This is an optimization exercise on Yosys and OpenROAD, whose aim is small area, not a production implementation. At most, simulation tests tie the RTL to the original design; equivalence was not proved. Power figures rest on the tool's default switching activity, not on a simulated workload. The flow treats the clock pin as an ideal source, which a real chip does not have.

Design data_memory_responder, start of the top module:
module data_memory_responder #(
  parameter int DEPTH       = 32,
  parameter int WAIT_STATES = 2
) (
  input  logic        CLK,
  input  logic        RESET_N,
  input  logic        MemRead_control,
  input  logic        MemWrite_control,
  input  logic [63:0] Address,
  input  logic [63:0] Write_data,
  output logic [63:0] Read_data,
  output logic        Mem_ready,
  output logic        Mem_busy,
  output logic        Mem_error
);
  logic [1:0]  state, state_nxt;
  logic [1:0]  rot, rot_nxt;
  logic [2:0]  since_rst;      
  logic        idle, accept, live_mis, hold_buf;
  logic        cap_ld, cap_st, cap_mis, wr_pend, wr_pend_nxt;
  logic [4:0]  cap_idx, idx_nxt;
  logic [63:0] dbuf, dbuf_nxt;
  logic [63:0] ring [8][4];
  logic [7:0]  wr_fire, wr_fire_nxt, wr_keep;
  logic [15:0] tap_sel, tap_sel_nxt;
  logic        rd_live, rd_buf_sel, ld_nxt, commit_nxt;
  assign live_mis = |Address[2:0];
  assign idle      = (state == 2'd0);
  ...
For scale: about 4100 cells after synthesis, about 2200 flip-flops, roughly 200 I/O pins.
==> module data_memory_responder, before the edit <==
module data_memory_responder #(
  parameter int DEPTH       = 32,
  parameter int WAIT_STATES = 2
) (
  input  logic        CLK,
  input  logic        RESET_N,
  input  logic        MemRead_control,
  input  logic        MemWrite_control,
  input  logic [63:0] Address,
  input  logic [63:0] Write_data,
  output logic [63:0] Read_data,
  output logic        Mem_ready,
  output logic        Mem_busy,
  output logic        Mem_error
);
  logic [1:0]  state, state_nxt;
  logic [1:0]  rot, rot_nxt;
  logic [2:0]  since_rst;      
  logic        idle, accept, live_mis, hold_buf;
  logic        cap_ld, cap_st, cap_mis, wr_pend, wr_pend_nxt;
  logic [4:0]  cap_idx, idx_nxt;
  logic [63:0] dbuf, dbuf_nxt;
  logic [63:0] ring [8][4];
  logic [7:0]  wr_fire, wr_fire_nxt, wr_keep;
  logic [15:0] tap_sel, tap_sel_nxt;
  logic        rd_live, rd_buf_sel, ld_nxt, commit_nxt;
  assign live_mis = |Address[2:0];
  assign idle      = (state == 2'd0);
  assign accept    = idle && (MemRead_control ^ MemWrite_control);
  assign state_nxt = (!idle || accept) ? state + 2'd1 : state;
  assign rot_nxt   = rot + 2'd1;
  assign idx_nxt   = idle ? Address[7:3] : cap_idx;
  always_ff @(posedge CLK or negedge RESET_N) begin
    if (!RESET_N) begin
      state     <= 2'd0;
      rot       <= 2'd0;
      since_rst <= 3'd0;
    end else begin
      state     <= state_nxt;
      rot       <= rot_nxt;
      since_rst <= {since_rst[1:0], 1'b1};
    end
  end
  always_ff @(posedge CLK) begin
    if (idle) begin
      cap_idx <= Address[7:3];
      cap_ld  <= MemRead_control && !live_mis;
      cap_st  <= MemWrite_control && !live_mis;
      cap_mis <= live_mis;
    end
  end
  always_comb begin
    wr_pend_nxt = accept ? (MemWrite_control && !live_mis) : (wr_pend && !(|wr_fire));
    for (int r = 0; r < 8; r++)
      wr_fire_nxt[r] = wr_pend_nxt && (idx_nxt[4:2] == 3'(r)) && (2'(idx_nxt[1:0] + rot_nxt) == 2'd3);
  end
  always_ff @(posedge CLK or negedge RESET_N) begin
    if (!RESET_N) begin
      wr_pend <= 1'b0;
      wr_fire <= '0;
      wr_keep <= '0;
    end else begin
      wr_pend <= wr_pend_nxt;
      wr_fire <= wr_fire_nxt;
      wr_keep <= ~wr_fire_nxt & {8{since_rst[2]}};
    end
  end
  always_ff @(posedge CLK) begin
    for (int r = 0; r < 8; r++) begin
      ring[r][0] <= ({64{wr_fire[r]}} & dbuf) | ({64{wr_keep[r]}} & ring[r][3]);
      ring[r][1] <= ring[r][0];
      ring[r][2] <= ring[r][1];
      ring[r][3] <= ring[r][2];
    end
  end
  assign ld_nxt = (state_nxt != 2'd0) && (idle ? (MemRead_control && !live_mis) : cap_ld);
  always_comb begin
    for (int r = 0; r < 8; r++) begin
      tap_sel_nxt[2*r]   = ld_nxt && (idx_nxt[4:2] == 3'(r)) && (2'(idx_nxt[1:0] + rot_nxt) == 2'd0);
      tap_sel_nxt[2*r+1] = ld_nxt && (idx_nxt[4:2] == 3'(r)) && (2'(idx_nxt[1:0] + rot_nxt) == 2'd2)
                           && since_rst[1];
    end
  end
  assign hold_buf = !idle && cap_st;
  always_comb begin
    dbuf_nxt = ({64{idle}} & Write_data) | ({64{hold_buf}} & dbuf);
    for (int r = 0; r < 8; r++)
      dbuf_nxt = dbuf_nxt | ({64{tap_sel[2*r]}} & ring[r][0]) | ({64{tap_sel[2*r+1]}} & ring[r][2]);
  end
  always_ff @(posedge CLK or negedge RESET_N) begin
    if (!RESET_N) tap_sel <= '0;
    else tap_sel <= tap_sel_nxt;
  end
  always_ff @(posedge CLK) dbuf <= dbuf_nxt;
  assign commit_nxt = (state_nxt == 2'd2) && cap_ld;
  always_ff @(posedge CLK or negedge RESET_N) begin
    if (!RESET_N) begin
      rd_live    <= 1'b0;
      rd_buf_sel <= 1'b0;
    end else begin
      rd_live    <= commit_nxt && !(idx_nxt[0] ^ rot_nxt[0]);
      rd_buf_sel <= commit_nxt &&  (idx_nxt[0] ^ rot_nxt[0]);
    end
  end
  always_ff @(posedge CLK or negedge RESET_N) begin
    if (!RESET_N) Read_data <= '0;
    else if (rd_live) Read_data <= dbuf_nxt;
    else if (rd_buf_sel) Read_data <= dbuf;
  end
  assign Mem_busy  = !idle;
  assign Mem_ready = (state == 2'd3);
  assign Mem_error = Mem_ready && cap_mis;
endmodule
==> flow/config.mk <==
export PLATFORM = sky130hd
export DESIGN_NAME = data_memory_responder
export DESIGN_NICKNAME = data_memory_responder
export VERILOG_FILES = /design/flow/design.v
export SDC_FILE = /design/flow/constraint.sdc
export NUM_CORES = 4
export LEC_CHECK = 0
export CAP_MARGIN = 20
export CORE_MARGIN = 2
export CORE_UTILIZATION = 65
export PLACE_DENSITY = 0.75
export SLEW_MARGIN = 20
==> flow/constraint.sdc <==
create_clock -name core_clock -period 5.0 [get_ports {CLK}]
set_input_delay 1.0000 -clock core_clock [delete_from_list [all_inputs] [get_ports {CLK}]]
set_output_delay 1.0000 -clock core_clock [all_outputs]
set_load 0.01 [all_outputs]
standard.sh (not shown) runs the stock make flow with config.mk's settings and CLKGATE_MAP_FILE= SYNTH_SCRIPT=/design/flow/synth_recipe.tcl, a recipe that flattens the netlist after the stock synthesis.
==> flow/flow/run.sh <==
#!/bin/bash
# Standard synthesis and layout, with plain buf_1 port buffers and a clock tree of our own settings.
set -euo pipefail
bash standard.sh synth > synth.log 2>&1
bash standard.sh finish \
  BUFFER_PORTS_ARGS="-buffer_cell sky130_fd_sc_hd__buf_1" \
  CTS_ARGS="-sink_clustering_enable -repair_clock_nets -dont_use_dummy_load -buf_list sky130_fd_sc_hd__clkbuf_16 -sink_clustering_size 30 -sink_clustering_max_diameter 80" \
  > layout.log 2>&1
Then changed:
--- a/flow/design.v
+++ b/flow/design.v
@@ -16,14 +16,14 @@
   logic [1:0]  state, state_nxt;
   logic [1:0]  rot, rot_nxt;
   logic [2:0]  since_rst;      
-  logic        idle, accept, live_mis, hold_buf;
-  logic        cap_ld, cap_st, cap_mis, wr_pend, wr_pend_nxt;
+  logic        idle, accept, live_mis;
+  logic        cap_ld, cap_mis, wr_pend, wr_pend_nxt;
   logic [4:0]  cap_idx, idx_nxt;
-  logic [63:0] dbuf, dbuf_nxt;
+  logic [63:0] wr_buf, rd_buf, rd_tap;
   logic [63:0] ring [8][4];
   logic [7:0]  wr_fire, wr_fire_nxt, wr_keep;
   logic [15:0] tap_sel, tap_sel_nxt;
-  logic        rd_live, rd_buf_sel, ld_nxt, commit_nxt;
+  logic        rd_live, rd_buf_sel, commit_nxt;
   assign live_mis = |Address[2:0];
   assign idle      = (state == 2'd0);
   assign accept    = idle && (MemRead_control ^ MemWrite_control);
@@ -45,8 +45,8 @@
     if (idle) begin
       cap_idx <= Address[7:3];
       cap_ld  <= MemRead_control && !live_mis;
-      cap_st  <= MemWrite_control && !live_mis;
       cap_mis <= live_mis;
+      wr_buf  <= Write_data;
     end
   end
   always_comb begin
@@ -67,31 +67,26 @@
   end
   always_ff @(posedge CLK) begin
     for (int r = 0; r < 8; r++) begin
-      ring[r][0] <= ({64{wr_fire[r]}} & dbuf) | ({64{wr_keep[r]}} & ring[r][3]);
+      ring[r][0] <= ({64{wr_fire[r]}} & wr_buf) | ({64{wr_keep[r]}} & ring[r][3]);
       ring[r][1] <= ring[r][0];
       ring[r][2] <= ring[r][1];
       ring[r][3] <= ring[r][2];
     end
   end
-  assign ld_nxt = (state_nxt != 2'd0) && (idle ? (MemRead_control && !live_mis) : cap_ld);
   always_comb begin
     for (int r = 0; r < 8; r++) begin
-      tap_sel_nxt[2*r]   = ld_nxt && (idx_nxt[4:2] == 3'(r)) && (2'(idx_nxt[1:0] + rot_nxt) == 2'd0);
-      tap_sel_nxt[2*r+1] = ld_nxt && (idx_nxt[4:2] == 3'(r)) && (2'(idx_nxt[1:0] + rot_nxt) == 2'd2)
+      tap_sel_nxt[2*r]   = (idx_nxt[4:2] == 3'(r)) && (2'(idx_nxt[1:0] + rot_nxt) == 2'd0);
+      tap_sel_nxt[2*r+1] = (idx_nxt[4:2] == 3'(r)) && (2'(idx_nxt[1:0] + rot_nxt) == 2'd2)
                            && since_rst[1];
     end
+    rd_tap = '0;
+    for (int r = 0; r < 8; r++)
+      rd_tap = rd_tap | ({64{tap_sel[2*r]}} & ring[r][0]) | ({64{tap_sel[2*r+1]}} & ring[r][2]);
   end
-  assign hold_buf = !idle && cap_st;
-  always_comb begin
-    dbuf_nxt = ({64{idle}} & Write_data) | ({64{hold_buf}} & dbuf);
-    for (int r = 0; r < 8; r++)
-      dbuf_nxt = dbuf_nxt | ({64{tap_sel[2*r]}} & ring[r][0]) | ({64{tap_sel[2*r+1]}} & ring[r][2]);
+  always_ff @(posedge CLK) begin
+    tap_sel <= tap_sel_nxt;
+    rd_buf  <= rd_tap;
   end
-  always_ff @(posedge CLK or negedge RESET_N) begin
-    if (!RESET_N) tap_sel <= '0;
-    else tap_sel <= tap_sel_nxt;
-  end
-  always_ff @(posedge CLK) dbuf <= dbuf_nxt;
   assign commit_nxt = (state_nxt == 2'd2) && cap_ld;
   always_ff @(posedge CLK or negedge RESET_N) begin
     if (!RESET_N) begin
@@ -104,8 +99,8 @@
   end
   always_ff @(posedge CLK or negedge RESET_N) begin
     if (!RESET_N) Read_data <= '0;
-    else if (rd_live) Read_data <= dbuf_nxt;
-    else if (rd_buf_sel) Read_data <= dbuf;
+    else if (rd_live || rd_buf_sel)
+      Read_data <= ({64{rd_live}} & rd_tap) | ({64{rd_buf_sel}} & rd_buf);
   end
   assign Mem_busy  = !idle;
   assign Mem_ready = (state == 2'd3);
What happened:
- worst hold slack hardly moves
- area after synthesis increases by 1.4%
- wire length decreases by 1.2%
- via count decreases by 4.8%
- final area increases by 1.4%
- final cell count decreases by 3.8%
- worst setup slack improves by 0.18 ns
- power decreases by 1.7%
- global-route usage decreases by 0.90 points
- clock-buffer cell count increases by 1
- sequential share of layout area increases by 1.9 points
The RTL of the second run of this note was laid out without a check of its function.

* * *

== v6 ==
Another version of the RTL of data_memory_responder (not shown whole).
Size in the first run: ~3400 cells after synthesis, about 2200 flip-flops, roughly 200 I/O pins, roughly 55000 µm² of cells after synthesis.
==> module data_memory_responder, before the edit <==
module data_memory_responder #(
  parameter int DEPTH       = 32,
  parameter int WAIT_STATES = 2
) (
  input  logic        CLK,
  input  logic        RESET_N,
  input  logic        MemRead_control,
  input  logic        MemWrite_control,
  input  logic [63:0] Address,
  input  logic [63:0] Write_data,
  output logic [63:0] Read_data,
  output logic        Mem_ready,
  output logic        Mem_busy,
  output logic        Mem_error
);
  localparam int NTAP = 12;
  function automatic int tap_pos(input int i);
    tap_pos = 8 * (i / 3) + ((i % 3 == 0) ? 0 : (i % 3 == 1) ? 2 : 5);
  endfunction
  logic [1:0]  state, state_nxt;
  logic [4:0]  rot, rot_nxt;
  logic [3:0]  since_rst;      
  logic [3:0]  since_nxt;
  logic        idle, accept, live_mis, live_ld, take_wdata;
  logic        cap_ld, cap_st, cap_mis, wr_pend, wr_pend_nxt;
  logic        ld_nxt, st_nxt, busy_nxt, hold, hold_nxt;
  logic [4:0]  cap_idx, idx_nxt, pos_nxt;
  logic [63:0] dbuf, dbuf_nxt;
  logic [63:0] ring [32];
  logic [7:0]  wr_fire, wr_fire_nxt, wr_keep;
  logic [NTAP-1:0] tap_reg, tap_reg_nxt, tap_live, tap_sel;
  logic        rd_commit, rd_hold, commit_nxt;
  assign live_mis = |Address[2:0];
  assign idle      = (state == 2'd0);
  assign accept    = idle && (MemRead_control ^ MemWrite_control);
  assign live_ld   = accept && MemRead_control && !live_mis;
  assign state_nxt = (!idle || accept) ? state + 2'd1 : state;
  assign rot_nxt   = rot + 5'd1;
  assign idx_nxt   = idle ? Address[7:3] : cap_idx;
  assign since_nxt = {since_rst[2:0], 1'b1};
  always_ff @(posedge CLK or negedge RESET_N) begin
    if (!RESET_N) begin
      state     <= 2'd0;
      rot       <= 5'd0;
      since_rst <= 4'd0;
    end else begin
      state     <= state_nxt;
      rot       <= rot_nxt;
      since_rst <= since_nxt;
    end
  end
  always_ff @(posedge CLK) begin
    if (idle) begin
      cap_idx <= Address[7:3];
      cap_ld  <= MemRead_control && !live_mis;
      cap_st  <= MemWrite_control && !live_mis;
      cap_mis <= live_mis;
    end
  end
  assign pos_nxt = idx_nxt + rot_nxt;
  always_comb begin
    wr_pend_nxt = accept ? (MemWrite_control && !live_mis) : (wr_pend && !(|wr_fire));
    for (int p = 0; p < 8; p++)
      wr_fire_nxt[p] = wr_pend_nxt && (pos_nxt == 5'(4*p + 31));
  end
  always_ff @(posedge CLK or negedge RESET_N) begin
    if (!RESET_N) begin
      wr_pend <= 1'b0;
      wr_fire <= '0;
    end else begin
      wr_pend <= wr_pend_nxt;
      wr_fire <= wr_fire_nxt;
    end
  end
  assign wr_keep = ~wr_fire & {8{since_rst[3]}};
  always_ff @(posedge CLK) begin
    for (int q = 0; q < 32; q++) begin
      if (q % 4 == 0)
        ring[q] <= ({64{wr_fire[q/4]}} & dbuf) | ({64{wr_keep[q/4]}} & ring[(q+31)%32]);
      else
        ring[q] <= ring[q-1];
    end
  end
  assign ld_nxt   = (state_nxt != 2'd0) && (idle ? (MemRead_control && !live_mis) : cap_ld);
  assign st_nxt   = (state_nxt != 2'd0) && (idle ? (MemWrite_control && !live_mis) : cap_st);
  assign busy_nxt = (state_nxt != 2'd0);
  always_comb begin
    for (int i = 0; i < NTAP; i++) begin
      if (tap_pos(i) % 8 == 2)
        tap_live[i] = live_ld && (Address[5:3] == tgt2[2:0])
                      && (2'(Address[7:6] - tgt2[4:3]) == 2'(tap_pos(i) / 8)) && since_rst[tap_pos(i) % 4];
      else if (tap_pos(i) % 8 == 5)
        tap_live[i] = live_ld && (Address[5:3] == tgt5[2:0])
                      && (2'(Address[7:6] - tgt5[4:3]) == 2'(tap_pos(i) / 8)) && since_rst[tap_pos(i) % 4];
      else
        tap_live[i] = 1'b0;
      tap_reg_nxt[i] = ld_nxt && (state_nxt != 2'd3) && (pos_nxt == 5'(tap_pos(i)))
                       && since_nxt[tap_pos(i) % 4];
    end
    hold_nxt = busy_nxt && (st_nxt || (ld_nxt && !(|tap_reg_nxt)));
  end
  assign tap_sel    = tap_reg | tap_live;
  logic [4:0] tgt2, tgt5;
  assign tgt2 = 5'd2 - rot;
  assign tgt5 = 5'd5 - rot;
  assign take_wdata = idle && !MemRead_control;
  always_comb begin
    dbuf_nxt = ({64{take_wdata}} & Write_data) | ({64{hold}} & dbuf);
    for (int i = 0; i < NTAP; i++)
      dbuf_nxt = dbuf_nxt | ({64{tap_sel[i]}} & ring[tap_pos(i)]);
  end
  always_ff @(posedge CLK or negedge RESET_N) begin
    if (!RESET_N) begin
      tap_reg <= '0;
      hold    <= 1'b0;
    end else begin
      tap_reg <= tap_reg_nxt;
      hold    <= hold_nxt;
    end
  end
  always_ff @(posedge CLK) dbuf <= dbuf_nxt;
  assign commit_nxt = (state_nxt == 2'd2) && cap_ld;
  always_ff @(posedge CLK or negedge RESET_N) begin
    if (!RESET_N) begin
      rd_commit <= 1'b0;
      rd_hold   <= 1'b1;
    end else begin
      rd_commit <= commit_nxt;
      rd_hold   <= !commit_nxt;
    end
  end
  always_ff @(posedge CLK or negedge RESET_N) begin
    if (!RESET_N) Read_data <= '0;
    else Read_data <= ({64{rd_commit}} & dbuf_nxt) | ({64{rd_hold}} & Read_data);
  end
  assign Mem_busy  = !idle;
  assign Mem_ready = (state == 2'd3);
  assign Mem_error = Mem_ready && cap_mis;
endmodule
clock: 5.0 ns
lec_check: 0
cap_margin: 20
core_margin: 2
core_utilization: 75
place_density: 0.82
slew_margin: 20
==> flow/flow/run.sh <==
#!/bin/bash
# Standard synthesis with an area-oriented ABC script, then the standard layout with plain
# buf_1 port buffers and a clock tree of our own settings.
set -euo pipefail
export FLOW_WORK="$PWD"
export MY_ABC_SCRIPT="$PWD/flow/abc_area.script"
SYN="SYNTH_SCRIPT=$PWD/flow/synth.tcl"
bash standard.sh synth "$SYN" > synth.log 2>&1
bash standard.sh finish "$SYN" \
  BUFFER_PORTS_ARGS="-buffer_cell sky130_fd_sc_hd__buf_1" \
  CTS_ARGS="-sink_clustering_enable -repair_clock_nets -dont_use_dummy_load -buf_list sky130_fd_sc_hd__clkbuf_16 -sink_clustering_size 33 -sink_clustering_max_diameter 70" \
  > layout.log 2>&1
==> flow/flow/abc_area.script <==
&get -n
&st
&dch
&nf -a -R 1000
&st
&dch
&nf -a -R 1000
&put
==> flow/flow/synth.tcl <==
# The standard synthesis (synth_recipe.tcl, in the work folder), with one change: the
# combinational logic is mapped by ABC with an area-oriented script (abc_area.script here)
# in place of ORFS's speed script. Registers are mapped before ABC and are unchanged.
proc abc {args} {
  set i [lsearch -exact $args -script]
  if {$i >= 0} {
    set args [lreplace $args [expr {$i + 1}] [expr {$i + 1}] $::env(MY_ABC_SCRIPT)]
  }
  puts "abc script: [lindex $args [expr {$i + 1}]]"
  yosys abc {*}$args
}
source $::env(FLOW_WORK)/synth_recipe.tcl
Modified inputs, v7 compared to v6
--- a/flow/design.v
+++ b/flow/design.v
@@ -27,10 +27,11 @@
   logic [4:0]  cap_idx, idx_nxt, pos_nxt;
   logic [63:0] dbuf, dbuf_nxt;
   logic [63:0] ring [32];
   logic [7:0]  wr_fire, wr_fire_nxt, wr_keep;
   logic [NTAP-1:0] tap_reg, tap_reg_nxt, tap_live, tap_sel;
+  logic [4:0]  tgt2, tgt5;
   logic        rd_commit, rd_hold, commit_nxt;
   assign live_mis = |Address[2:0];
   assign idle      = (state == 2'd0);
   assign accept    = idle && (MemRead_control ^ MemWrite_control);
   assign live_ld   = accept && MemRead_control && !live_mis;
@@ -79,10 +80,12 @@
         ring[q] <= ({64{wr_fire[q/4]}} & dbuf) | ({64{wr_keep[q/4]}} & ring[(q+31)%32]);
       else
         ring[q] <= ring[q-1];
     end
   end
+  assign tgt2     = 5'd2 - rot;
+  assign tgt5     = 5'd5 - rot;
   assign ld_nxt   = (state_nxt != 2'd0) && (idle ? (MemRead_control && !live_mis) : cap_ld);
   assign st_nxt   = (state_nxt != 2'd0) && (idle ? (MemWrite_control && !live_mis) : cap_st);
   assign busy_nxt = (state_nxt != 2'd0);
   always_comb begin
     for (int i = 0; i < NTAP; i++) begin
@@ -98,13 +101,10 @@
                        && since_nxt[tap_pos(i) % 4];
     end
     hold_nxt = busy_nxt && (st_nxt || (ld_nxt && !(|tap_reg_nxt)));
   end
   assign tap_sel    = tap_reg | tap_live;
-  logic [4:0] tgt2, tgt5;
-  assign tgt2 = 5'd2 - rot;
-  assign tgt5 = 5'd5 - rot;
   assign take_wdata = idle && !MemRead_control;
   always_comb begin
     dbuf_nxt = ({64{take_wdata}} & Write_data) | ({64{hold}} & dbuf);
     for (int i = 0; i < NTAP; i++)
       dbuf_nxt = dbuf_nxt | ({64{tap_sel[i]}} & ring[tap_pos(i)]);
--- outcome ---
On met3 layer usage reported by global route, v7 and v6 are neck and neck. The core utilization of the finished layout was comparable across v7 and v6. As far as arrival time at the worst endpoint is concerned, v6 and v7 perform about the same. v7 -> v6: area growth from synthesis to layout delta 0, exact match. Comparing v7 against v6, there is no change at all in die area. Looking at v7 and v6, the wire length on met1 is a wash. Total power after layout: v7 vs v6 — no meaningful difference. Re count of cell types in the netlist: no difference whatsoever between v6 and v7. v7 vs. v6: critical path depth essentially unchanged, via count of the routed design barely changed. Part of the total power dissipated in combinational logic across v7 and v6: no real change.

==> re-timing with driven ports <==
The results above use ideal ports. As a check the final layouts listed here were re-extracted and re-timed, cells and wires unchanged. Step 1 sets driving cells, clkbuf_16 on the clock port and buf_2 on the other inputs (assumed; they add their load-dependent delay and slew). Step 2 adds t to the input delays and takes it off the output delays; t is the mean of the earliest and latest rising clock arrival at the registers after step 1. Input paths then give back, and output paths get back, about the clock's delay inside the block. a / b / c = no drivers / after step 1 / after step 2; a / b = the first two.
run	t, ns	setup WS [ns]	latest minus earliest clock arrival (ns)
the first run of note 1	0.716	1.679 / 1.615 / 2.160	0.058 / 0.057
the second run of note 1	0.732	1.857 / 1.789 / 2.115	0.069 / 0.068
v6	0.722	1.200 / 1.200 / 0.729	0.047 / 0.047
v7	0.722	1.200 / 1.200 / 0.729	0.047 / 0.047
After both steps setup and hold are still met in every run listed.
